Source: an optimization exercise on an open RTL-to-GDS flow (aim: small area and few clock cycles). Production flows keep margins and buffers that such runs may drop. In this exercise RTL edits were held to simulation tests only and were not proved equivalent to the original.

==> design.v <==
`timescale 1ns / 1ps
package pot_ema_pkg;
    localparam int CHANNELS            = 8;
    localparam int SAMPLES_PER_AVERAGE = 16;
    localparam int CH_W     = 3;
    localparam int SAMPLE_W = 12;
    localparam int SUM_W    = 16;
    localparam int CNT_W    = 4;
    localparam int AVG_W    = 24;
    localparam int FRAC_W   = 8;
    localparam int LEVEL_W  = 16;
    localparam int WEIGHT_W = 8;
    localparam int THRESH_W = 16;
    localparam int CFG_W    = 16;
    localparam int CFG_IDX_W = 1;
    localparam logic [CNT_W-1:0] BLOCK_END = CNT_W'(SAMPLES_PER_AVERAGE % 16);
    localparam logic [WEIGHT_W-1:0] WEIGHT_RESET = 8'd26;
    localparam logic [THRESH_W-1:0] THRESH_RESET = 16'd328;
    localparam logic [CFG_IDX_W-1:0] REG_WEIGHT    = 1'b0;
    localparam logic [CFG_IDX_W-1:0] REG_THRESHOLD = 1'b1;
    typedef struct packed {
        logic [CH_W-1:0]     channel;
        logic [SAMPLE_W-1:0] sample;
    } in_t;
    typedef struct packed {
        logic [CH_W-1:0]    report_channel;
        logic [LEVEL_W-1:0] smoothed_level;
    } out_t;
    typedef struct packed {
        logic [WEIGHT_W-1:0] smoothing_weight;
        logic [THRESH_W-1:0] report_threshold;
    } cfg_t;
endpackage
`timescale 1ns / 1ps
module pot_ema_cfg (
    input  logic                            clk,
    input  logic                            rst_n,
    input  logic                            cfg_write,
    input  logic [pot_ema_pkg::CFG_IDX_W-1:0] cfg_index,
    input  logic [pot_ema_pkg::CFG_W-1:0]   cfg_data,
    output pot_ema_pkg::cfg_t               cfg
);
    pot_ema_pkg::cfg_t cfg_reg;
    always_ff @(posedge clk or negedge rst_n)
    begin
        if (!rst_n)
        begin
            cfg_reg.smoothing_weight <= pot_ema_pkg::WEIGHT_RESET;
            cfg_reg.report_threshold <= pot_ema_pkg::THRESH_RESET;
        end
        else if (cfg_write)
        begin
            unique case (cfg_index)
                pot_ema_pkg::REG_WEIGHT:
                    cfg_reg.smoothing_weight <= cfg_data[pot_ema_pkg::WEIGHT_W-1:0];
                pot_ema_pkg::REG_THRESHOLD:
                    cfg_reg.report_threshold <= cfg_data[pot_ema_pkg::THRESH_W-1:0];
                default:
                begin
                end
            endcase
        end
    end
    assign cfg = cfg_reg;
endmodule
`timescale 1ns / 1ps
module pot_ema_core (
    input  logic               clk,
    input  logic               rst_n,
    input  logic               in_valid,
    output logic               in_ready,
    input  pot_ema_pkg::in_t   in_req,
    input  pot_ema_pkg::cfg_t  cfg,
    input  logic               res_full,
    output logic               res_valid,
    output pot_ema_pkg::out_t  res
);
    localparam int NC = pot_ema_pkg::CHANNELS;
    logic [15:0] sum_q  [NC];
    logic [3:0]  cnt_q  [NC];
    logic [23:0] avg_q  [NC];
    logic [15:0] last_q [NC];
    logic [NC-1:0] vld_q;
    logic [NC-1:0] never_q;
    logic [2:0]  phase;
    logic [15:0] sum0;
    logic [3:0]  cnt0;
    logic [23:0] avg0;
    logic        fire;
    logic [11:0] x;
    logic [15:0] s;
    logic [3:0]  n;
    logic        done;
    logic signed [24:0] diff;
    logic signed [33:0] prod;
    logic signed [25:0] step;
    logic [23:0] a;
    logic [15:0] level;
    logic [16:0] dl;
    logic [15:0] delta;
    logic        report;
    logic [15:0] sum_n;
    logic [3:0]  cnt_n;
    logic [23:0] avg_n;
    logic [15:0] last_n;
    assign sum0 = vld_q[0] ? sum_q[0] : 16'd0;
    assign cnt0 = vld_q[0] ? cnt_q[0] : 4'd0;
    assign avg0 = never_q[0] ? 24'd0 : avg_q[0];
    assign in_ready = (in_req.channel == phase) && !((cnt0 == 4'd15) && res_full);
    assign fire     = in_valid && in_ready;
    always_comb
    begin
        x      = fire ? in_req.sample : 12'd0;
        s      = sum0 + 16'(x);
        n      = cnt0 + 4'(fire);
        done   = fire && (cnt0 == 4'd15);
        diff   = $signed({1'b0, s, 8'h00}) - $signed({1'b0, avg0});
        prod   = diff * $signed({1'b0, cfg.smoothing_weight});
        step   = 26'((prod + 34'sd128) >>> 8);
        a      = 24'($signed({2'b00, avg0}) + step);
        level  = a[23:8];
        dl     = {1'b0, level} - {1'b0, last_q[0]};
        delta  = dl[16] ? -dl[15:0] : dl[15:0];
        report = done && (never_q[0] || (delta > cfg.report_threshold));
        sum_n  = done ? 16'd0 : s;
        cnt_n  = n;
        avg_n  = done ? a : avg0;
        last_n = report ? level : last_q[0];
    end
    always_ff @(posedge clk)
    begin
        for (int i = 0; i < NC-1; i++)
        begin
            sum_q[i]  <= sum_q[i+1];
            cnt_q[i]  <= cnt_q[i+1];
            avg_q[i]  <= avg_q[i+1];
            last_q[i] <= last_q[i+1];
        end
        sum_q[NC-1]  <= sum_n;
        cnt_q[NC-1]  <= cnt_n;
        avg_q[NC-1]  <= avg_n;
        last_q[NC-1] <= last_n;
    end
    always_ff @(posedge clk or negedge rst_n)
    begin
        if (!rst_n)
        begin
            vld_q   <= '0;
            never_q <= '1;
            phase   <= '0;
        end
        else
        begin
            vld_q   <= {vld_q[0] | fire, vld_q[NC-1:1]};
            never_q <= {never_q[0] & !report, never_q[NC-1:1]};
            phase   <= phase + 3'd1;
        end
    end
    assign res_valid          = report;
    assign res.report_channel = phase;
    assign res.smoothed_level = level;
endmodule
`timescale 1ns / 1ps
module pot_ema_out (
    input  logic               clk,
    input  logic               rst_n,
    input  logic               res_valid,
    output logic               res_full,
    input  pot_ema_pkg::out_t  res,
    output logic               out_valid,
    input  logic               out_ready,
    output pot_ema_pkg::out_t  out_req
);
    logic              hv_q, bv_q;
    pot_ema_pkg::out_t hd_q, bd_q;
    logic              pop;
    assign pop      = hv_q && out_ready;
    assign res_full = bv_q && !out_ready;
    always_ff @(posedge clk or negedge rst_n)
    begin
        if (!rst_n)
        begin
            hv_q <= 1'b0;
            bv_q <= 1'b0;
        end
        else
        begin
            hv_q <= (hv_q && !pop) || bv_q || res_valid;
            bv_q <= (bv_q && !pop) || (res_valid && hv_q && !(pop && !bv_q));
        end
    end
    always_ff @(posedge clk)
    begin
        if (!hv_q || pop)
            hd_q <= bv_q ? bd_q : res;
        if (!bv_q || pop)
            bd_q <= res;
    end
    assign out_valid = hv_q;
    assign out_req   = hd_q;
endmodule
`timescale 1ns / 1ps
module pot_oversample_ema_hysteresis_top (
    input  logic                              clk,
    input  logic                              rst_n,
    input  logic                              in_valid,
    output logic                              in_ready,
    input  logic [14:0]                       in_req,
    output logic                              out_valid,
    input  logic                              out_ready,
    output logic [18:0]                       out_req,
    input  logic                              cfg_write,
    input  logic [pot_ema_pkg::CFG_IDX_W-1:0] cfg_index,
    input  logic [pot_ema_pkg::CFG_W-1:0]     cfg_data
);
    pot_ema_pkg::cfg_t cfg;
    pot_ema_pkg::out_t res;
    pot_ema_pkg::in_t  in_req_s;
    pot_ema_pkg::out_t out_req_s;
    assign in_req_s = in_req;
    assign out_req  = out_req_s;
    logic              res_valid;
    logic              res_full;
    pot_ema_cfg u_cfg (
        .clk       (clk),
        .rst_n     (rst_n),
        .cfg_write (cfg_write),
        .cfg_index (cfg_index),
        .cfg_data  (cfg_data),
        .cfg       (cfg)
    );
    pot_ema_core u_core (
        .clk       (clk),
        .rst_n     (rst_n),
        .in_valid  (in_valid),
        .in_ready  (in_ready),
        .in_req    (in_req_s),
        .cfg       (cfg),
        .res_full  (res_full),
        .res_valid (res_valid),
        .res       (res)
    );
    pot_ema_out u_out (
        .clk       (clk),
        .rst_n     (rst_n),
        .res_valid (res_valid),
        .res_full  (res_full),
        .res       (res),
        .out_valid (out_valid),
        .out_ready (out_ready),
        .out_req   (out_req_s)
    );
endmodule
==> run.sh <==
#!/bin/bash
# synth_recipe.tcl (not shown) runs the flow's synth.tcl, then flattens the netlist and writes it again
# the make line also repeats each setting of config.mk as NAME=value (left out here)
make -C /OpenROAD-flow-scripts/flow DESIGN_CONFIG=/design/flow/config.mk WORK_HOME=/design/flow/orfs CLKGATE_MAP_FILE= SYNTH_SCRIPT=/design/flow/synth_recipe.tcl finish
==> config.mk <==
export PLATFORM = sky130hd
export DESIGN_NAME = pot_oversample_ema_hysteresis_top
export DESIGN_NICKNAME = pot_oversample_ema_hysteresis_top
export VERILOG_FILES = /design/flow/design.v
export SDC_FILE = /design/flow/constraint.sdc
export NUM_CORES = 4
export LEC_CHECK = 0
export CAP_MARGIN = 20
export CORE_MARGIN = 2
export CORE_UTILIZATION = 40
export CTS_BUF_LIST = sky130_fd_sc_hd__clkbuf_4
export SLEW_MARGIN = 20
==> constraint.sdc <==
create_clock -name core_clock -period 20.0 [get_ports {clk}]
set_input_delay 4.0000 -clock core_clock [delete_from_list [all_inputs] [get_ports {clk}]]
set_output_delay 4.0000 -clock core_clock [all_outputs]
set_load 0.01 [all_outputs]
==> results of run 1 <==
-- layout by cell type (no fill, tap or decap), types with 7 or more instances in the layout --
cell type,n
and2_1,124
mux2_2,40
nand3_1,22
inv_1,251
ha_1,174
nand2b_1,15
a31oi_1,8
a21oi_1,70
xnor2_1,73
xor2_1,32
buf_4,24
nor2b_1,27
nor2_1,66
nor3_1,21
nor4_1,9
a211oi_1,7
a21o_1,30
nand4_1,8
o21a_1,14
dfrtp_1,31
and3_1,21
clkdlybuf4s50_1,56
clkbuf_4,197
edfxtp_1,38
o21bai_1,13
o21ai_0,80
dfxtp_1,480
clkinv_1,25
nand2_1,192
dfstp_2,14
fa_1,154
o31ai_1,7
-- final timing paths --
kind                                   endpoint  slack, ns  cells past startpoint                 from
setup / recovery           u_core.last_q[7][15]       1.23                     63           in_req[14]
min in group asynchronous     u_cfg.cfg_reg[16]       3.17                      2                rst_n
hold / removal              u_core.avg_q[0][18]       0.27                      0  u_core.avg_q[1][18]
max in group asynchronous       u_core.vld_q[1]      16.33                      2                rst_n
hold reg to reg             u_core.avg_q[0][18]       0.27                      0  u_core.avg_q[1][18]
setup reg to reg           u_core.last_q[7][15]       3.57                     62      u_core.vld_q[0]
-- layout make-up --
type / instances / area [µm²]
fill: 5537 / 32450
inverter: 251 / 942.2
timing repair buffer: 81 / 745.7
clock inverter: 45 / 332.8
sequential: 563 / 11890
antenna: 5 / 12.51
tap: 782 / 978.4
clock buffer: 197 / 1479
multi-input combinational: 1286 / 11180
-- logic make-up (layout without fill, tap and decap cells) --
logic type | count (synthesis) | count (layout) | synth area share [%]
AND/OR/NAND/NOR | 527 | 527 | 10.91
XOR/XNOR | 109 | 109 | 4.041
adder cells (fa/ha/maj) | 328 | 328 | 21.78
buffers and inverters | 295 | 574 | 4.590
multiplexers | 45 | 45 | 2.072
flip-flops | 563 | 563 | 49.25
AO/OA/AOI/OAI | 277 | 277 | 7.352
other | 0 | 5 | 0
-- Yosys cell counts (3+ instances only) --
library cell	number	area, µm²
mux2_2	40	450.4
o21a_1	14	105.1
nand2_1	192	720.7
o311ai_0	4	35.03
xor2_1	32	280.3
mux2i_1	5	50.05
or2_2	6	37.54
a211oi_1	7	52.55
a211o_1	3	26.28
a31oi_1	8	50.05
o21ai_0	80	400.4
inv_1	251	942.2
dfxtp_1	480	9609
dfrtp_1	31	775.7
and3_1	22	137.6
ha_1	174	2177
o211ai_1	4	30.03
xnor2_1	75	656.9
fa_1	154	3083
nor2_1	66	247.7
o31ai_1	8	60.06
nand3_1	22	110.1
nand4_1	8	50.05
edfxtp_1	38	1141
o31a_1	3	26.28
nor4_1	9	56.30
nand2b_1	15	93.84
a41oi_1	6	52.55
clkbuf_1	41	153.9
a21boi_0	3	22.52
o41ai_1	5	43.79
o21bai_1	13	97.59
and2_1	124	775.7
nor3_1	21	105.1
a21oi_1	70	350.3
dfstp_2	14	367.9
a21o_1	30	225.2
nor2b_1	27	168.9
-- worst register-to-register path: cells and delay by family (launching register included) --
kind	cells	cell delay, ns
AOI/OAI and AO/OA	26	6.19
xor gates and xnor gates	4	1.15
adders and majority gates	11	4.23
buffers and inverters	4	0.36
DFF	1	0.87
muxes	1	0.37
and+or+nand+nor	16	3.14
-- repair_timing --
item	in CTS	in global routing
gates resized for setup	0	2
setup endpoints to repair	0	3
hold buffers	0	0
-- through the flow --
stage	utilization, %	hold WS (ns)	instance area, µm²
CTS	45.89	0.2518	27540
global placement	42.86	0.3099	25720
detailed placement	42.87	0.3121	25730
global route	45.93	0.2808	27570
floorplan	-	0.3096	24150
finish	45.93	0.2702	27570
-- metal layers --
metal	vias up	track usage, %	share of wire, %
met1	7343	21.51	44
met2	280	28.63	48
met3	106	3.734	3.9
met5	-	0	0
li1	7436	-	-
met4	0	8.657	3.6
==> metrics.yaml, run 1 <==
finish:
  largest_reg_flops: 192
  fin_nets: 2689
  stdcell_count: 3210
  drive_above_1_share_pct: 13.04
  area_delta_synth_final_pct: 14.16
  largestRegisters: "u_core.avg_q: 192 flops, u_core.last_q: 128 flops, u_core.sum_q: 128 flops"
  largest-register: "u_core.avg_q"
sta:
  max_freq_mhz: 53.27
  worstMarginPinSlew_ns: 1.020
  setup_viol: 0
  relSlewSlack_pct: 31.09
  slew_violations: 0
  finClkSkew_ns: 0.08496
  timing.final.crit_period_ns: 18.77
  tns_ns: 0
  setup_slack_ns: 1.228
  period_share_pct: 93.86
  finalHoldViolations: 0
  rsz0062_at_grt: "false"
critical_path:
  worst_setup_path_end_kind: "flop"
  cp-start-kind: "input pin"
  critical-path-top-delay-family: "compound AO/OA/AOI/OAI gates"
  worst-path-buf-inv: 5
  cp.arrival_ns: 19.57
  cp_data_required_time_ns: 20.80
  critPathMaxStageDelay_ns: 0.64
  path_class: "input pin to flop"
  cp_common_cell: "ha_1"
  slowest_stage: "a31oi_1"
  crit_path_max_fanout: 16
die:
  core_um2: 60020
  start_util_pct: 40.24
  dieWidth_um: 249.7
  row_count: 90
  fp.dieH_um: 249.7
  io_pins: 58
  die_area_um2: 62360
detailed_routing:
  wl_per_cell_um: 16.21
  dr.pass1.iters: 5
  dr.first_iter.drc_count: 547
  vias: 15170
  ant_nets: 0
  drt_wl_total_um: 52050
  via_per_inst: 4.724
  drc: 0
grt:
  grt_max_degree: 46
  grt_use_total_pct: 17.35
  antenna_found_initial: 2
  grt_pass1_wl_um: 83970
  overflow: 0
  grt_pass1_vias: 16070
yosys:
  synthesis.area_um2: 24150
  synth_nets: 2509
  synth_cells: 2144
  synth_flop_cell: "dfxtp_1"
  syn_avg_cell_area_um2: 11.26
  synth_cell_type_count: 69
  synth-edff-count: 38
  synth_seq_area_share_pct: 49.25
  synth_seq_cells: 563
  synth-warning-count: 7
  synthArstFlopShare_pct: 7.993
clock_network:
  cts_setup_buffers: 0
  root_buffer: "clkbuf_4"
  clock-sinks: 563
  cts_made_buffers: 141
  cts_tree: "done"
  clk_pin_slew_worst_paths_ns: 0.06
  cts-htree-levels: 4
  clk-insertion-delay-late_ns: 0.96
  ctsLongestPathBuffers: 3
hold_path:
  min_path_type: "flop to flop"
placed_design:
  pre_cts_slack_ns: 0.2313
  dp.cells: 2963
  gp_congestion: 0.8555
  io_buffers: 57
  dpl.hpwl_um: 38310
run_status:
  status: "no timing/DRC/antenna violations"
run:
  maxCapViolations: 0
Testbench counts, summed over its fixed seeds: cycles 33,140.
==> run 2: changes to the inputs <==
--- a/config.mk
+++ b/config.mk
@@ -9,4 +9,3 @@
 export CORE_MARGIN = 2
 export CORE_UTILIZATION = 40
-export CTS_BUF_LIST = sky130_fd_sc_hd__clkbuf_4
 export SLEW_MARGIN = 20
==> run 2 against run 1 <==
  * Count of clock-buffer cells in the layout decreased by 124
  * Worst hold slack improved by 0.025 ns
  * First-iteration DRC count increased by 27%
  * Synthesized cell count unchanged
  * Sequential share of layout area decreased by 0.22 points
  * Routed wire length decreased by 2.1%
  * Via count decreased by 3.9%
  * Die area unchanged
==> metrics.yaml, run 2 <==
clock_network:
  cts-htree-levels: 2  # was 4
  root_buffer: "clkbuf_16"  # was clkbuf_4
  cts_made_buffers: 54  # was 141
  cts.repair.resized: 0  # unchanged
  clk-insertion-delay-late_ns: 0.63  # was 0.96 ns
  cts_tree: "done"  # unchanged
  holdBufCountCts: 0  # unchanged
  cts_setup_buffers: 0  # unchanged
  clk_pin_slew_worst_paths_ns: 0.06  # about the same
  clock-sinks: 563  # unchanged
  ctsLongestPathBuffers: 3  # unchanged
detailed_routing:
  drt_wl_total_um: 50970  # was 52050 µm
  drc: 0  # unchanged
  dr.first_iter.drc_count: 694  # was 547
  via_per_inst: 4.754  # was 4.724
  dr.pass1.iters: 5  # unchanged
  ant_nets: 0  # unchanged
  wl_per_cell_um: 16.64  # was 16.21 µm
  vias: 14570  # was 15170
sta:
  finClkSkew_ns: 0.05038  # was 0.08496 ns
  worstMarginPinSlew_ns: 0.9688  # was 1.020 ns
  tns_ns: 0  # unchanged
  period_share_pct: 92.60  # was 93.86%
  finalHoldViolations: 0  # unchanged
  max_freq_mhz: 53.99  # was 53.27 MHz
  rsz0062_at_grt: "false"  # unchanged
  timing.final.crit_period_ns: 18.52  # was 18.77 ns
  slew_violations: 0  # unchanged
  setup_viol: 0  # unchanged
  relSlewSlack_pct: 34.57  # was 31.09%
critical_path:
  critPathMaxStageDelay_ns: 0.52  # was 0.64 ns
  ff2ff_path_depth: 62  # unchanged
  crit_path_max_fanout: 16  # unchanged
  crit_start: "in_req[13]"  # was in_req[14]
  cp-start-kind: "input pin"  # unchanged
  path_class: "input pin to flop"  # unchanged
  rr_startpoint: "u_core.vld_q[0]"  # unchanged
  cp.arrival_ns: 19.02  # was 19.57 ns
  cp-endpoint: "u_core.last_q[7][14]"  # was u_core.last_q[7][15]
  r2r_slack_ns: 4.10  # was 3.57 ns
  cp_common_cell: "ha_1"  # unchanged
  cp_data_required_time_ns: 20.50  # was 20.80 ns
  slowest_stage: "fa_1"  # was a31oi_1
  rr_endpoint: "u_core.last_q[7][14]"  # was u_core.last_q[7][15]
  worst_setup_path_end_kind: "flop"  # unchanged
grt:
  grt_max_degree: 46  # unchanged
  grt_pass1_vias: 15200  # was 16070
  antenna_found_initial: 1  # was 2
  overflow: 0  # unchanged
  grt_pass1_wl_um: 82080  # was 83970 µm
  grt_use_total_pct: 16.72  # was 17.35%
yosys:
  synth_seq_area_share_pct: 49.25  # unchanged
  syn_avg_cell_area_um2: 11.26  # unchanged
  synth_nets: 2509  # unchanged
  synth-edff-count: 38  # unchanged
  yosys-top-cells-count: "dfxtp_1 (480), inv_1 (251), nand2_1 (192), ha_1 (174), fa_1 (154)"  # unchanged
  synthArstFlopShare_pct: 7.993  # unchanged
  synth_top_family_by_area: "adder cells"  # unchanged
  synthTopCellsByArea: "dfxtp_1 (40%), fa_1 (13%), ha_1 (9.0%), edfxtp_1 (4.7%), inv_1 (3.9%)"  # unchanged
  synth-compound-area-share_pct: 7.352  # unchanged
  synth-xor-area-share_pct: 4.041  # unchanged
  synth_flop_cell: "dfxtp_1"  # unchanged
  synth_seq_cells: 563  # unchanged
  synth-warning-count: 7  # unchanged
  synth_cell_type_count: 69  # unchanged
  synth-adder-area-share_pct: 21.78  # unchanged
  synth_top_cell_by_area: "dfxtp_1"  # unchanged
  synth_cells: 2144  # unchanged
  synth-simple-area-share_pct: 10.91  # unchanged
  synth_most_common_cell: "dfxtp_1"  # unchanged
  yosysTopAreaCellShare_pct: 39.79  # unchanged
  synth.area.mux_share_pct: 2.072  # unchanged
  synthesis.area_um2: 24150  # unchanged
finish:
  num_antenna_cells: 0  # was 5
  largest_reg_flops: 192  # unchanged
  stdcell_count: 3064  # was 3210
  largest-register: "u_core.avg_q"  # unchanged
  num-fill-cells: 5474  # was 5537
  fin_nets: 2602  # was 2689
  final_common_cell: "dfxtp_1"  # unchanged
  drive_above_1_share_pct: 8.764  # was 13.04%
  largestRegisters: "u_core.avg_q: 192 flops, u_core.last_q: 128 flops, u_core.sum_q: 128 flops"  # unchanged
  area_delta_synth_final_pct: 14.74  # was 14.16%
  final_cell_mix: "dfxtp_1 (480), inv_1 (251), nand2_1 (192)"  # was dfxtp_1 (480), inv_1 (251), clkbuf_4 (197)
die:
  dieWidth_um: 249.7  # unchanged
  start_util_pct: 40.24  # unchanged
  row_count: 90  # unchanged
  die_area_um2: 62360  # unchanged
  core_um2: 60020  # unchanged
  io_pins: 58  # unchanged
  fp.dieH_um: 249.7  # unchanged
placed_design:
  gp_congestion: 0.8555  # unchanged
  io_buffers: 57  # unchanged
  dp.cells: 2963  # unchanged
  dpl.hpwl_um: 38310  # unchanged
run:
  maxCapViolations: 0  # unchanged
run_status:
  status: "no timing/DRC/antenna violations"  # unchanged
hold_path:
  min_path_type: "flop to flop"  # unchanged
==> run 2: cell counts after synthesis <==
No cell type changed its count.
==> run 2: worst min-delay path by stage <==
| stage | start | to | slack (ns) | depth (start not counted) |
|---|---|---|---|---|
| 2_1_floorplan | u_core.avg_q[1][0] | u_core.avg_q[0][0] | 0.31 | 0 |
| 5_1_grt | u_core.avg_q[2][8] | u_core.avg_q[1][8] | 0.30 | 0 |
| 4_1_cts | u_core.avg_q[2][8] | u_core.avg_q[1][8] | 0.30 | 0 |
| 3_5_place_dp | u_core.avg_q[1][10] | u_core.avg_q[0][10] | 0.31 | 0 |
| 3_3_place_gp | u_core.sum_q[5][8] | u_core.sum_q[4][8] | 0.31 | 0 |
| 6_report | u_core.avg_q[2][8] | u_core.avg_q[1][8] | 0.30 | 0 |
==> run 2: cell type report <==
cell class / instances / area (µm²) / area share (%)
flip-flops and latches: 563 / 11890 / 42.92
multi-input cells: 1286 / 11210 / 40.46
clock buffers: 73 / 1595 / 5.757
well taps: 782 / 978.4 / 3.531
inverters: 251 / 942.2 / 3.400
repair buffers: 81 / 745.7 / 2.691
clock inverters: 28 / 341.6 / 1.233
==> run 2: stage by stage <==
step | utilization (%) | hold slack, ns | cell area [µm²] | setup WS (ns)
2_1_floorplan | - | 0.3096 | 24150 | 3.303
3_3_place_gp | 42.86 | 0.3099 | 25720 | 0.2694
3_5_place_dp | 42.87 | 0.3121 | 25730 | 0.2313
4_1_cts | 46.10 | 0.2975 | 27670 | 0.7930
5_1_grt | 46.17 | 0.3012 | 27710 | 0.1221
6_report | 46.17 | 0.2957 | 27710 | 1.480
==> run 2: worst max-delay path, delay by kind of cell <==
kind | cells | cell delay (ns)
buffers and inverters | 4 | 0.79
AOI/OAI and AO/OA | 27 | 5.68
adders and majority gates | 12 | 4.59
xor gates and xnor gates | 6 | 1.44
muxes | 1 | 0.36
and+or+nand+nor | 14 | 2.13
==> run 2: logic make-up (layout without fill, tap and decap cells) <==
| family | count (synthesis) | count (layout) |
|---|---|---|
| simple gates | 527 | 527 |
| buf+inv | 295 | 433 |
| mux | 45 | 45 |
| fa+ha+maj | 328 | 328 |
| flops | 563 | 563 |
| xor+xnor | 109 | 109 |
| compound gates | 277 | 277 |
==> run 2: metal layers <==
layer	GRT usage (%)	vias to the layer above	part of all wire, %	routed length (µm)
met5	0	-	0	0
met4	5.336	0	2.8	1406
met3	2.128	84	3.1	1588
met2	28.83	210	49	24850
met1	21.80	7106	45	23130
li1	-	7166	-	-
==> run 3: changes to the inputs <==
--- a/design.v
+++ b/design.v
@@ -92,11 +92,5 @@
     logic [3:0]  n;
     logic        done;
-    logic signed [24:0] diff;
-    logic signed [33:0] prod;
-    logic signed [25:0] step;
-    logic [23:0] a;
     logic [15:0] level;
-    logic [16:0] dl;
-    logic [15:0] delta;
     logic        report;
     logic [15:0] sum_n;
@@ -109,23 +103,26 @@
     assign in_ready = (in_req.channel == phase) && !((cnt0 == 4'd15) && res_full);
     assign fire     = in_valid && in_ready;
-    always_comb
-    begin
-        x      = fire ? in_req.sample : 12'd0;
-        s      = sum0 + 16'(x);
-        n      = cnt0 + 4'(fire);
-        done   = fire && (cnt0 == 4'd15);
-        diff   = $signed({1'b0, s, 8'h00}) - $signed({1'b0, avg0});
-        prod   = diff * $signed({1'b0, cfg.smoothing_weight});
-        step   = 26'((prod + 34'sd128) >>> 8);
-        a      = 24'($signed({2'b00, avg0}) + step);
-        level  = a[23:8];
-        dl     = {1'b0, level} - {1'b0, last_q[0]};
-        delta  = dl[16] ? -dl[15:0] : dl[15:0];
-        report = done && (never_q[0] || (delta > cfg.report_threshold));
-        sum_n  = done ? 16'd0 : s;
-        cnt_n  = n;
-        avg_n  = done ? a : avg0;
-        last_n = report ? level : last_q[0];
-    end
+    logic [23:0] a;
+    logic        thr;
+    assign x    = fire ? in_req.sample : 12'd0;
+    assign n    = cnt0 + 4'(fire);
+    assign done = fire && (cnt0 == 4'd15);
+    pot_ema_dp u_dp (
+        .S0  (sum0),
+        .x   (x),
+        .A0  (avg0),
+        .w   (cfg.smoothing_weight),
+        .L   (last_q[0]),
+        .T   (cfg.report_threshold),
+        .s   (s),
+        .a   (a),
+        .thr (thr)
+    );
+    assign level  = a[23:8];
+    assign report = done && (never_q[0] || thr);
+    assign sum_n  = done ? 16'd0 : s;
+    assign cnt_n  = n;
+    assign avg_n  = done ? a : avg0;
+    assign last_n = report ? level : last_q[0];
     always_ff @(posedge clk)
     begin
@@ -161,4 +158,141 @@
     assign res.smoothed_level = level;
 endmodule
+module pot_ema_dp (
+    input  logic [15:0] S0,
+    input  logic [11:0] x,
+    input  logic [23:0] A0,
+    input  logic [7:0]  w,
+    input  logic [15:0] L,
+    input  logic [15:0] T,
+    output logic [15:0] s,
+    output logic [23:0] a,
+    output logic        thr
+);
+    logic [24:0] d;
+    logic [31:0] pp [8];
+    logic [31:0] r0, r1, r2, r3, r4, r5, r6, r7, r8, r9, r10, r11, r12, r13, r14, r15;
+    logic [16:0] e;
+    logic [15:0] sa_a, sa_b;
+    logic [16:0] sa;
+    logic [4:0] sa_k0;
+    logic [4:0] sa_k1;
+    logic [4:0] sa_k2;
+    logic [4:0] sa_k3;
+    logic [24:0] da_a, da_b;
+    logic [25:0] da;
+    logic [4:0] da_k0;
+    logic [4:0] da_k1;
+    logic [4:0] da_k2;
+    logic [4:0] da_k3;
+    logic [4:0] da_k4;
+    logic [4:0] da_k5;
+    logic [1:0] da_k6;
+    logic [31:0] ta_a, ta_b;
+    logic [32:0] ta;
+    logic [4:0] ta_k0;
+    logic [4:0] ta_k1;
+    logic [4:0] ta_k2;
+    logic [4:0] ta_k3;
+    logic [4:0] ta_k4;
+    logic [4:0] ta_k5;
+    logic [4:0] ta_k6;
+    logic [4:0] ta_k7;
+    logic [15:0] ea_a, ea_b;
+    logic [16:0] ea;
+    logic [4:0] ea_k0;
+    logic [4:0] ea_k1;
+    logic [4:0] ea_k2;
+    logic [4:0] ea_k3;
+    logic [15:0] c1_a, c1_b;
+    logic [16:0] c1;
+    logic [4:0] c1_k0;
+    logic [4:0] c1_k1;
+    logic [4:0] c1_k2;
+    logic [4:0] c1_k3;
+    logic [15:0] c2_a, c2_b;
+    logic [16:0] c2;
+    logic [4:0] c2_k0;
+    logic [4:0] c2_k1;
+    logic [4:0] c2_k2;
+    logic [4:0] c2_k3;
+    assign sa_a = S0;
+    assign sa_b = {4'd0, x};
+    assign sa_k0 = {1'b0, sa_a[3:0]} + {1'b0, sa_b[3:0]} + 5'(1'b0);
+    assign sa_k1 = {1'b0, sa_a[7:4]} + {1'b0, sa_b[7:4]} + 5'(sa_k0[4]);
+    assign sa_k2 = {1'b0, sa_a[11:8]} + {1'b0, sa_b[11:8]} + 5'(sa_k1[4]);
+    assign sa_k3 = {1'b0, sa_a[15:12]} + {1'b0, sa_b[15:12]} + 5'(sa_k2[4]);
+    assign sa = {sa_k3[4], sa_k3[3:0], sa_k2[3:0], sa_k1[3:0], sa_k0[3:0]};
+    assign s = sa[15:0];
+    assign da_a = {1'b0, s, 8'd0};
+    assign da_b = {1'b1, ~A0};
+    assign da_k0 = {1'b0, da_a[3:0]} + {1'b0, da_b[3:0]} + 5'(1'b1);
+    assign da_k1 = {1'b0, da_a[7:4]} + {1'b0, da_b[7:4]} + 5'(da_k0[4]);
+    assign da_k2 = {1'b0, da_a[11:8]} + {1'b0, da_b[11:8]} + 5'(da_k1[4]);
+    assign da_k3 = {1'b0, da_a[15:12]} + {1'b0, da_b[15:12]} + 5'(da_k2[4]);
+    assign da_k4 = {1'b0, da_a[19:16]} + {1'b0, da_b[19:16]} + 5'(da_k3[4]);
+    assign da_k5 = {1'b0, da_a[23:20]} + {1'b0, da_b[23:20]} + 5'(da_k4[4]);
+    assign da_k6 = {1'b0, da_a[24:24]} + {1'b0, da_b[24:24]} + 2'(da_k5[4]);
+    assign da = {da_k6[1], da_k6[0:0], da_k5[3:0], da_k4[3:0], da_k3[3:0], da_k2[3:0], da_k1[3:0], da_k0[3:0]};
+    assign d = da[24:0];
+    assign pp[0] = ({8'd0, {24{w[0]}} & d[23:0]} << 0) | ({31'd0, ~(w[0] & d[24])} << 24);
+    assign pp[1] = ({8'd0, {24{w[1]}} & d[23:0]} << 1) | ({31'd0, ~(w[1] & d[24])} << 25);
+    assign pp[2] = ({8'd0, {24{w[2]}} & d[23:0]} << 2) | ({31'd0, ~(w[2] & d[24])} << 26);
+    assign pp[3] = ({8'd0, {24{w[3]}} & d[23:0]} << 3) | ({31'd0, ~(w[3] & d[24])} << 27);
+    assign pp[4] = ({8'd0, {24{w[4]}} & d[23:0]} << 4) | ({31'd0, ~(w[4] & d[24])} << 28);
+    assign pp[5] = ({8'd0, {24{w[5]}} & d[23:0]} << 5) | ({31'd0, ~(w[5] & d[24])} << 29);
+    assign pp[6] = ({8'd0, {24{w[6]}} & d[23:0]} << 6) | ({31'd0, ~(w[6] & d[24])} << 30);
+    assign pp[7] = ({8'd0, {24{w[7]}} & d[23:0]} << 7) | ({31'd0, ~(w[7] & d[24])} << 31);
+    assign r0  = pp[0] ^ pp[1] ^ pp[2];
+    assign r1  = ((pp[0] & pp[1]) | (pp[2] & (pp[0] | pp[1]))) << 1;
+    assign r2  = pp[3] ^ pp[4] ^ pp[5];
+    assign r3  = ((pp[3] & pp[4]) | (pp[5] & (pp[3] | pp[4]))) << 1;
+    assign r4  = pp[6] ^ pp[7] ^ {A0, 8'd0};
+    assign r5  = ((pp[6] & pp[7]) | ({A0, 8'd0} & (pp[6] | pp[7]))) << 1;
+    assign r6  = r0 ^ r1 ^ r2;
+    assign r7  = ((r0 & r1) | (r2 & (r0 | r1))) << 1;
+    assign r8  = r3 ^ r4 ^ r5;
+    assign r9  = ((r3 & r4) | (r5 & (r3 | r4))) << 1;
+    assign r10 = r6 ^ r7 ^ 32'h0100_0080;
+    assign r11 = ((r6 & r7) | (32'h0100_0080 & (r6 | r7))) << 1;
+    assign r12 = r8 ^ r9 ^ r10;
+    assign r13 = ((r8 & r9) | (r10 & (r8 | r9))) << 1;
+    assign r14 = r11 ^ r12 ^ r13;
+    assign r15 = ((r11 & r12) | (r13 & (r11 | r12))) << 1;
+    assign ta_a = r14;
+    assign ta_b = r15;
+    assign ta_k0 = {1'b0, ta_a[3:0]} + {1'b0, ta_b[3:0]} + 5'(1'b0);
+    assign ta_k1 = {1'b0, ta_a[7:4]} + {1'b0, ta_b[7:4]} + 5'(ta_k0[4]);
+    assign ta_k2 = {1'b0, ta_a[11:8]} + {1'b0, ta_b[11:8]} + 5'(ta_k1[4]);
+    assign ta_k3 = {1'b0, ta_a[15:12]} + {1'b0, ta_b[15:12]} + 5'(ta_k2[4]);
+    assign ta_k4 = {1'b0, ta_a[19:16]} + {1'b0, ta_b[19:16]} + 5'(ta_k3[4]);
+    assign ta_k5 = {1'b0, ta_a[23:20]} + {1'b0, ta_b[23:20]} + 5'(ta_k4[4]);
+    assign ta_k6 = {1'b0, ta_a[27:24]} + {1'b0, ta_b[27:24]} + 5'(ta_k5[4]);
+    assign ta_k7 = {1'b0, ta_a[31:28]} + {1'b0, ta_b[31:28]} + 5'(ta_k6[4]);
+    assign ta = {ta_k7[4], ta_k7[3:0], ta_k6[3:0], ta_k5[3:0], ta_k4[3:0], ta_k3[3:0], ta_k2[3:0], ta_k1[3:0], ta_k0[3:0]};
+    assign a = ta[31:8];
+    assign ea_a = a[23:8];
+    assign ea_b = ~L;
+    assign ea_k0 = {1'b0, ea_a[3:0]} + {1'b0, ea_b[3:0]} + 5'(1'b1);
+    assign ea_k1 = {1'b0, ea_a[7:4]} + {1'b0, ea_b[7:4]} + 5'(ea_k0[4]);
+    assign ea_k2 = {1'b0, ea_a[11:8]} + {1'b0, ea_b[11:8]} + 5'(ea_k1[4]);
+    assign ea_k3 = {1'b0, ea_a[15:12]} + {1'b0, ea_b[15:12]} + 5'(ea_k2[4]);
+    assign ea = {ea_k3[4], ea_k3[3:0], ea_k2[3:0], ea_k1[3:0], ea_k0[3:0]};
+    assign e = {~ea[16], ea[15:0]};
+    assign c1_a = e[15:0];
+    assign c1_b = ~T;
+    assign c1_k0 = {1'b0, c1_a[3:0]} + {1'b0, c1_b[3:0]} + 5'(1'b0);
+    assign c1_k1 = {1'b0, c1_a[7:4]} + {1'b0, c1_b[7:4]} + 5'(c1_k0[4]);
+    assign c1_k2 = {1'b0, c1_a[11:8]} + {1'b0, c1_b[11:8]} + 5'(c1_k1[4]);
+    assign c1_k3 = {1'b0, c1_a[15:12]} + {1'b0, c1_b[15:12]} + 5'(c1_k2[4]);
+    assign c1 = {c1_k3[4], c1_k3[3:0], c1_k2[3:0], c1_k1[3:0], c1_k0[3:0]};
+    assign c2_a = e[15:0];
+    assign c2_b = T;
+    assign c2_k0 = {1'b0, c2_a[3:0]} + {1'b0, c2_b[3:0]} + 5'(1'b0);
+    assign c2_k1 = {1'b0, c2_a[7:4]} + {1'b0, c2_b[7:4]} + 5'(c2_k0[4]);
+    assign c2_k2 = {1'b0, c2_a[11:8]} + {1'b0, c2_b[11:8]} + 5'(c2_k1[4]);
+    assign c2_k3 = {1'b0, c2_a[15:12]} + {1'b0, c2_b[15:12]} + 5'(c2_k2[4]);
+    assign c2 = {c2_k3[4], c2_k3[3:0], c2_k2[3:0], c2_k1[3:0], c2_k0[3:0]};
+    assign thr = e[16] ? !c2[16] : c1[16];
+endmodule
 `timescale 1ns / 1ps
 module pot_ema_out (
==> run 3 against run 2 <==
  * Fmax grew 0.16%
  * Global-route usage shrank 1.9 points
  * Critical path depth is 12 lower
  * Non-clock buffer count shrank 6
  * First-iteration DRC count is 22% lower
  * Clock skew decreased by 0.024 ns
  * Sequential share of layout area rose by 3.4 points
  * Count of clock-buffer cells in the layout up 3
  * Via count down 19%
  * Cell area down 7.3%
  * Critical endpoint is now u_core.last_q[7][2]
  * Highest routed layer unchanged
==> metrics.yaml, run 3 <==
critical_path:
  critPathMaxStageDelay_ns: 0.51  # was 0.52 ns
  cp-start-kind: "input pin"  # unchanged
  cp_common_cell: "fa_1"  # was ha_1
  cp.arrival_ns: 18.97  # was 19.02 ns
  critical-path-top-delay-family: "adder cells"  # was compound AO/OA/AOI/OAI gates
  worst-path-buf-inv: 9  # was 4
  crit_path_max_fanout: 11  # was 16
  worst_setup_path_end_kind: "flop"  # unchanged
  cp_data_required_time_ns: 20.48  # was 20.50 ns
  path_class: "input pin to flop"  # unchanged
  slowest_stage: "fa_1"  # unchanged
clock_network:
  cts-htree-levels: 2  # unchanged
  ctsLongestPathBuffers: 3  # unchanged
  clock-sinks: 563  # unchanged
  clk-insertion-delay-late_ns: 0.61  # was 0.63 ns
  root_buffer: "clkbuf_16"  # unchanged
  cts_made_buffers: 52  # was 54
  cts.repair.resized: 0  # unchanged
  cts_setup_buffers: 0  # unchanged
  cts_tree: "done"  # unchanged
  holdBufCountCts: 0  # unchanged
  clk_pin_slew_worst_paths_ns: 0.07  # was 0.06 ns
finish:
  largest-register: "u_core.avg_q"  # unchanged
  fin_nets: 2267  # was 2602
  drive_above_1_share_pct: 8.201  # was 8.764%
  largestRegisters: "u_core.avg_q: 192 flops, u_core.last_q: 128 flops, u_core.sum_q: 128 flops"  # unchanged
  utilization_pct: 46.55  # was 46.17%
  regArea_um2: 11890  # unchanged
  largest_reg_flops: 192  # unchanged
  num-fill-cells: 4984  # was 5474
  final_common_cell: "dfxtp_1"  # unchanged
  multiInputGateArea_um2: 9215  # was 11210 µm²
  area_delta_synth_final_pct: 14.68  # was 14.74%
  num_antenna_cells: 0  # unchanged
  final_cell_mix: "dfxtp_1 (480), inv_1 (302), fa_1 (193)"  # was dfxtp_1 (480), inv_1 (251), nand2_1 (192)
sta:
  timing.final.crit_period_ns: 18.49  # was 18.52 ns
  finalHoldViolations: 0  # unchanged
  tns_ns: 0  # unchanged
  max_freq_mhz: 54.08  # was 53.99 MHz
  period_share_pct: 92.46  # was 92.60%
  worstMarginPinSlew_ns: 1.033  # was 0.9688 ns
  rsz0062_at_grt: "false"  # unchanged
  slew_violations: 0  # unchanged
  finClkSkew_ns: 0.02666  # was 0.05038 ns
  setup_viol: 0  # unchanged
  relSlewSlack_pct: 30.98  # was 34.57%
die:
  row_count: 86  # was 90
  fp.dieH_um: 240.7  # was 249.7 µm
  die_area_um2: 57920  # was 62360 µm²
  start_util_pct: 40.59  # was 40.24%
  io_pins: 58  # unchanged
  dieWidth_um: 240.7  # was 249.7 µm
  core_um2: 55200  # was 60020 µm²
placed_design:
  io_buffers: 57  # unchanged
  gp_congestion: 0.7996  # was 0.8555
  dpl.hpwl_um: 29780  # was 38310 µm
grt:
  grt_pass1_vias: 12580  # was 15200
  grt_max_degree: 46  # unchanged
  overflow: 0  # unchanged
  grt_use_total_pct: 14.81  # was 16.72%
  grt_pass1_wl_um: 66740  # was 82080 µm
  antenna_found_initial: 0  # was 1
run:
  maxCapViolations: 0  # unchanged
hold_path:
  min_path_type: "flop to flop"  # unchanged
detailed_routing:
  dr.first_iter.drc_count: 542  # was 694
  vias: 11820  # was 14570
  drc: 0  # unchanged
  dr.pass1.iters: 4  # was 5
  drt_wl_total_um: 40530  # was 50970 µm
  via_per_inst: 4.379  # was 4.754
  wl_per_cell_um: 15.02  # was 16.64 µm
  ant_nets: 0  # unchanged
yosys:
  syn_avg_cell_area_um2: 12.34  # was 11.26 µm²
  synth_seq_cells: 563  # unchanged
  synth_top_cell_by_area: "dfxtp_1"  # unchanged
  synthTopCellsByArea: "dfxtp_1 (43%), fa_1 (17%), ha_1 (7.3%), edfxtp_1 (5.1%), inv_1 (5.1%)"  # was dfxtp_1 (40%), fa_1 (13%), ha_1 (9.0%), edfxtp_1 (4.7%), inv_1 (3.9%)
  synth-edff-count: 38  # unchanged
  synth_flop_cell: "dfxtp_1"  # unchanged
  yosys-top-cells-count: "dfxtp_1 (480), inv_1 (302), fa_1 (193), ha_1 (130), nand2_1 (109)"  # was dfxtp_1 (480), inv_1 (251), nand2_1 (192), ha_1 (174), fa_1 (154)
  synthArstFlopShare_pct: 7.993  # unchanged
  synth_most_common_cell: "dfxtp_1"  # unchanged
  synth_cell_type_count: 48  # was 69
  yosysTopAreaCellShare_pct: 42.89  # was 39.79%
  synth_nets: 2176  # was 2509
  synth_cells: 1816  # was 2144
  synth_seq_area_share_pct: 53.09  # was 49.25%
  synthesis.area_um2: 22410  # was 24150 µm²
  synth-warning-count: 13  # was 7
run_status:
  status: "no timing/DRC/antenna violations"  # unchanged
[run 3: final timing paths]
kind	slack, ns	cells after the start	to	startpoint
worst max-delay path	1.51	52	u_core.last_q[7][2]	in_req[13]
worst max register to register	4.20	53	u_core.last_q[7][2]	u_core.never_q[0]
min in group asynchronous	3.49	2	u_core.vld_q[6]	rst_n
worst min-delay path	0.30	0	u_core.last_q[0][8]	u_core.last_q[1][8]
worst min register to register	0.30	0	u_core.last_q[0][8]	u_core.last_q[1][8]
max in group asynchronous	16.00	2	u_cfg.cfg_reg[1]	rst_n
[run 3: stage by stage]
stage / instance area (µm²) / hold WS (ns) / cells / worst slack (ns)
floorplan: 22410 / 0.3096 / 1816 / 2.807
global placement: 23880 / 0.3097 / 2601 / 0.9471
detailed placement: 23880 / 0.3121 / 2601 / 0.7835
CTS: 25690 / 0.3019 / 2699 / 1.396
global route: 25690 / 0.3159 / 2699 / 0.4887
finish: 25690 / 0.3048 / 2699 / 1.509
[run 3: layout make-up]
type / count / area share, %
clock buffers: 76 / 5.965
flip-flops and latches: 563 / 46.29
inverters: 302 / 4.412
repair buffers: 75 / 2.727
multi-input cells: 913 / 35.87
clock inverters: 22 / 1.096
well taps: 748 / 3.643
[run 3: logic make-up (layout without fill, tap and decap cells)]
| logic type | count (synthesis) | count (layout) | synth area share, % |
|---|---|---|---|
| buf+inv | 340 | 475 | 5.808 |
| xor+xnor | 53 | 53 | 2.072 |
| flops | 563 | 563 | 53.09 |
| mux | 44 | 44 | 2.156 |
| compound gates | 127 | 127 | 3.513 |
| fa+ha+maj | 323 | 323 | 24.50 |
| simple gates | 366 | 366 | 8.862 |
[run 3: layer usage]
metal | wire [µm] | vias to the layer above | part of all wire, % | GRT usage [%]
li1 | - | 5768 | - | -
met5 | 0 | - | 0 | 0
met3 | 1517 | 66 | 3.7 | 2.882
met4 | 1022 | 0 | 2.5 | 4.705
met1 | 19810 | 5825 | 49 | 20.84
met2 | 18180 | 161 | 45 | 23.08
Testbench counts of run 3, summed over its fixed seeds: cycles 33,140.

## separate check: timing with driven ports
The flow's constraints put no driver on any port. The routed layouts listed below were extracted and timed again, unchanged, in two steps.
Step 1 assumes that a clkbuf_16 drives the clock port and a buf_2 every other input.
Step 2 also shifts input and output timing later by t, the mid clock arrival at the registers, as if the neighbouring blocks saw the same clock.
a / b / c = ideal ports / drivers / drivers and shift; a / b = the first two.
| run | shift t [ns] | slack for setup (ns) | worst setup path at the end | latest minus earliest clock arrival (ns) | cell pins on the clock port's net |
|---|---|---|---|---|---|
| run 1 | 0.968 | 1.228 / 1.254 / 0.285 | input to register | 0.085 / 0.085 | 1 |
| run 2 | 0.665 | 1.480 / 1.512 / 0.846 | input to register | 0.052 / 0.053 | 1 |
| run 3 | 0.653 | 1.509 / 1.531 / 0.878 | input to register | 0.028 / 0.028 | 1 |
After both steps setup and hold are still met in every run listed. The setup slack of run 1, which loses most, moves by +0.026 ns with the drivers and by -0.943 ns with both steps.
